This is an optimization exercise on Yosys and OpenROAD, whose aim is small area, not a production implementation.
Only simulation tests tie the RTL to the original design; equivalence was not proved.
Power figures rest on the tool's default switching activity, not on a simulated workload.

==> module mipsCore, before the edit <==
module mipsCore (
	input logic clk,
	input logic reset,
	input logic instrReq,
	input mipsPkg::word_t instr,
	output logic instrAck,
	output logic regWrite,
	output mipsPkg::regAddr_t regWrAddr,
	output mipsPkg::word_t regWrData
);
	logic [5:0] opc, fn;
	logic [4:0] rsF, rtF, rdF, sa;
	logic isAddi, isR, isShift, isAlu, valid, isLeft, isSra, isSub, isAnd;
	assign opc = instr[31:26];
	assign fn = instr[5:0];
	assign rsF = instr[25:21];
	assign rtF = instr[20:16];
	assign rdF = instr[15:11];
	assign sa = instr[10:6];
	assign isAddi = (opc == 6'b001000);
	assign isR = (opc == 6'b000000);
	assign isShift = isR && (fn[5:2] == 4'b0000) && (fn[1:0] != 2'b01);
	assign isAlu = isR && (fn[5:3] == 3'b100) && (fn[0] == 1'b0) && (fn[2:1] != 2'b11);
	assign valid = isAddi || isShift || isAlu;
	assign isLeft = !fn[1];
	assign isSra = fn[0];
	assign isSub = !isAddi && fn[1];
	assign isAnd = !isAddi && fn[2];
	logic [4:0] ph;
	logic run, cpy, ack, wr, clr;
	logic [3:0] q;
	logic c, d0, d1;
	logic [31:0] o;
	logic [31:0] rbits;
	logic [4:0] dest, raddr;
	logic rbit, wbit, last, wen;
	logic [31:0] rf [1:31];
	assign dest = isAddi ? rtF : rdF;
	assign raddr = cpy ? rtF : rsF;
	assign rbits[0] = 1'b0;
	regReadMux u_rd (.bits(rbits), .addr(raddr), .q(rbit));
	logic [3:0] selHi;
	logic [7:0] selLo;
	regWritePredec u_dec (.dest(dest), .wen(wen), .clr(clr), .hi(selHi), .lo(selLo));
	genvar gi;
	generate
		for (gi = 1; gi < 32; gi++) begin : g_reg
			logic [31:0] ring;
			logic ins, selN;
			nand2c u_sel (.a(selHi[gi / 8]), .b(selLo[gi % 8]), .q(selN));
			mux2c u_ins (.a(wbit), .b(ring[0]), .s(selN), .q(ins));
			always_ff @(posedge clk)
				ring <= {ins, ring[31:1]};
			assign rbits[gi] = ring[0];
		end
	endgenerate
	logic immBit, srcB, cin, bb, sum, cout, alu, lres, rres, res, onext;
	immMux u_imm (.imm(instr[15:0]), .ph(ph), .q(immBit));
	assign srcB = isAddi ? immBit : rbit;
	assign cin = (ph == 5'd0) ? isSub : c;
	assign bb = o[0] ^ isSub;
	assign sum = rbit ^ bb ^ cin;
	assign cout = (rbit & bb) | (cin & (rbit ^ bb));
	assign alu = isAnd ? (rbit & o[0]) : sum;
	logic k1, k2, qz;
	assign qz = (q == 4'd0);
	assign k1 = qz && sa[0];
	assign k2 = !qz;
	always_comb begin
		if (k2)
			lres = (ph[4:1] == 4'd0) ? 1'b0 : d1;
		else if (k1)
			lres = (ph == 5'd0) ? 1'b0 : d0;
		else
			lres = o[0];
		if (k2)
			rres = (ph == 5'd31) ? (isSra & o[0]) : (ph == 5'd30) ? (isSra & o[1]) : o[2];
		else if (k1)
			rres = (ph == 5'd31) ? (isSra & o[0]) : o[1];
		else
			rres = o[0];
	end
	assign res = isShift ? (isLeft ? lres : rres) : alu;
	assign onext = cpy ? srcB : res;
	assign last = qz || !isShift;
	assign wen = run && !cpy && last;
	assign wbit = res && !clr;
	always_ff @(posedge clk) begin
		o <= {onext, o[31:1]};
		d0 <= o[0];
		d1 <= d0;
		c <= cout;
		if (reset) begin
			ph <= '0;
			run <= 1'b0;
			ack <= 1'b0;
			wr <= 1'b0;
			clr <= 1'b1;
		end else begin
			ph <= ph + 5'd1;
			wr <= 1'b0;
			if (ph == 5'd31)
				clr <= 1'b0;
			if (ack && !instrReq)
				ack <= 1'b0;
			if (!run && !ack && instrReq) begin
				if (!valid) begin
					ack <= 1'b1;  
				end else if (ph == 5'd31) begin
					run <= 1'b1;
					cpy <= 1'b1;
					q <= sa[4:1];
				end
			end
			if (run && ph == 5'd31) begin
				if (cpy) begin
					cpy <= 1'b0;
				end else if (last) begin
					run <= 1'b0;
					ack <= 1'b1;
					wr <= 1'b1;
				end else begin
					q <= q - 4'd1;
				end
			end
		end
	end
	assign instrAck = ack;
	assign regWrite = wr;
	assign regWrAddr = dest;
	assign regWrData = o;
endmodule
==> flow/config.mk <==
export PLATFORM = sky130hd
export DESIGN_NAME = mipsCore
export DESIGN_NICKNAME = mipsCore
export VERILOG_FILES = /design/flow/design.v
export SDC_FILE = /design/flow/constraint.sdc
export NUM_CORES = 4
export LEC_CHECK = 0
export CAP_MARGIN = 20
export CORE_MARGIN = 2
export CORE_UTILIZATION = 70
export PLACE_DENSITY = 0.9
export SLEW_MARGIN = 20
export SYNTH_HIERARCHICAL = 1
export SYNTH_MINIMUM_KEEP_SIZE = 0
==> flow/constraint.sdc <==
create_clock -name core_clock -period 10.0 [get_ports {clk}]
set_input_delay 2.0000 -clock core_clock [delete_from_list [all_inputs] [get_ports {clk}]]
set_output_delay 2.0000 -clock core_clock [all_outputs]
set_load 0.01 [all_outputs]
standard.sh (not shown) runs the stock make flow with config.mk's settings and CLKGATE_MAP_FILE= SYNTH_SCRIPT=/design/flow/synth_recipe.tcl, a recipe that flattens the netlist after the stock synthesis.
==> flow/flow/run.sh <==
#!/bin/bash
# Own layout flow: the standard flow (standard.sh, unchanged synthesis),
# with three layout changes:
#  - port buffers use the smallest buffer cell (buf_1);
#  - after floorplan, combinational cells are swapped for the smallest cell of
#    the same function (later repair steps upsize where timing needs it);
#  - clock tree synthesis without dummy loads and with larger sink clusters.
set -euo pipefail
here=$(pwd)
export BUFFER_PORTS_ARGS="-buffer_cell sky130_fd_sc_hd__buf_1"
export POST_FLOORPLAN_TCL="$here/flow/downsize.tcl"
export CTS_ARGS="-sink_clustering_enable -repair_clock_nets -dont_use_dummy_load -buf_list sky130_fd_sc_hd__clkbuf_8 -sink_clustering_size 20 -sink_clustering_max_diameter 50"
bash standard.sh > "$here/standard.log" 2>&1
==> flow/flow/downsize.tcl <==
sta::make_equiv_cells [get_libs *]
# Swap every combinational cell for the smallest cell of the same function
# (same footprint pins); flip-flops and physical cells are left alone.
set n 0; set saved 0.0
foreach inst [get_cells *] {
  set lc [get_lib_cell -of_objects $inst]
  if {$lc == ""} continue
  set name [get_name $lc]
  if {[string match *df* $name] || [string match *tap* $name] || [string match *fill* $name] || [string match *conb* $name]} continue
  set equivs [sta::find_equiv_cells $lc]
  if {[llength $equivs] < 2} continue
  set best $lc; set barea [get_property $lc area]
  foreach e $equivs {
    set en [get_name $e]; if {[string match *lpflow* $en] || [string match *probe* $en]} continue
    set a [get_property $e area]
    if {$a < $barea} { set best $e; set barea $a }
  }
  if {[get_name $best] ne $name} {
    set saved [expr {$saved + [get_property $lc area] - $barea}]
    replace_cell $inst [get_name $best]
    incr n
  }
}
puts "downsize: replaced $n cells, saved [format %.1f $saved] um2"
Change:
--- a/flow/design.v
+++ b/flow/design.v
@@ -146,10 +146,9 @@
 	assign sum = rbit ^ bb ^ cin;
 	assign cout = (rbit & bb) | (cin & (rbit ^ bb));
 	assign alu = isAnd ? (rbit & o[0]) : sum;
-	logic k1, k2, qz;
-	assign qz = (q == 4'd0);
-	assign k1 = qz && sa[0];
-	assign k2 = !qz;
+	logic k1, k2;
+	assign k1 = (q == 4'd0) && sa[0];
+	assign k2 = (q != 4'd0);
 	always_comb begin
 		if (k2)
 			lres = (ph[4:1] == 4'd0) ? 1'b0 : d1;
@@ -166,7 +165,7 @@
 	end
 	assign res = isShift ? (isLeft ? lres : rres) : alu;
 	assign onext = cpy ? srcB : res;
-	assign last = qz || !isShift;
+	assign last = isShift ? (q == sa[4:1]) : 1'b1;
 	assign wen = run && !cpy && last;
 	assign wbit = res && !clr;
 	always_ff @(posedge clk) begin
@@ -193,7 +192,7 @@
 				end else if (ph == 5'd31) begin
 					run <= 1'b1;
 					cpy <= 1'b1;
-					q <= sa[4:1];
+					q <= '0;
 				end
 			end
 			if (run && ph == 5'd31) begin
@@ -204,7 +203,7 @@
 					ack <= 1'b1;
 					wr <= 1'b1;
 				end else begin
-					q <= q - 4'd1;
+					q <= q + 4'd1;
 				end
 			end
 		end
=> The new run finished with timing, DRC and antenna clean. Setup slack improved by 0.28 ns. Via count goes down slightly. Synthesized area barely changes. Total power climbs slightly. Clock-buffer cell count goes up by 2. First-iteration DRC count came out lower by a little under a tenth. Maximum frequency rises by a few percent. Hold slack got worse by 0.052 ns. Wire length fell slightly. Cell area hardly moves. Flip-flop and latch count stays the same. Non-clock buffer count went down by 1.

## re-timing with driven ports
In the flow no input, the clock included, has a driving cell. The finished layouts below were timed again as built, in two steps.
Step 1 sets driving cells, clkbuf_16 on the clock port and buf_2 on the other inputs (assumed; they add their load-dependent delay and slew).
Step 2 also shifts input and output timing later by t, the mid clock arrival at the registers, as if the neighbouring blocks saw the same clock.
Three values: no drivers, after step 1, after step 2; two values: the first two.
run | shift t [ns] | slack for setup (ns) | worst register clock-pin slew, ns | worst slew at a driven data input, ns
the first run | 0.663 | 4.235 / 4.202 / 4.202 | 0.12 / 0.12 | 0.04
the second run | 0.639 | 4.517 / 4.496 / 4.075 | 0.11 / 0.11 | 0.05
After both steps every run listed still meets setup and hold. For the second run, which loses most, drivers alone change the setup slack by -0.021 ns; drivers and shift together by -0.442 ns.
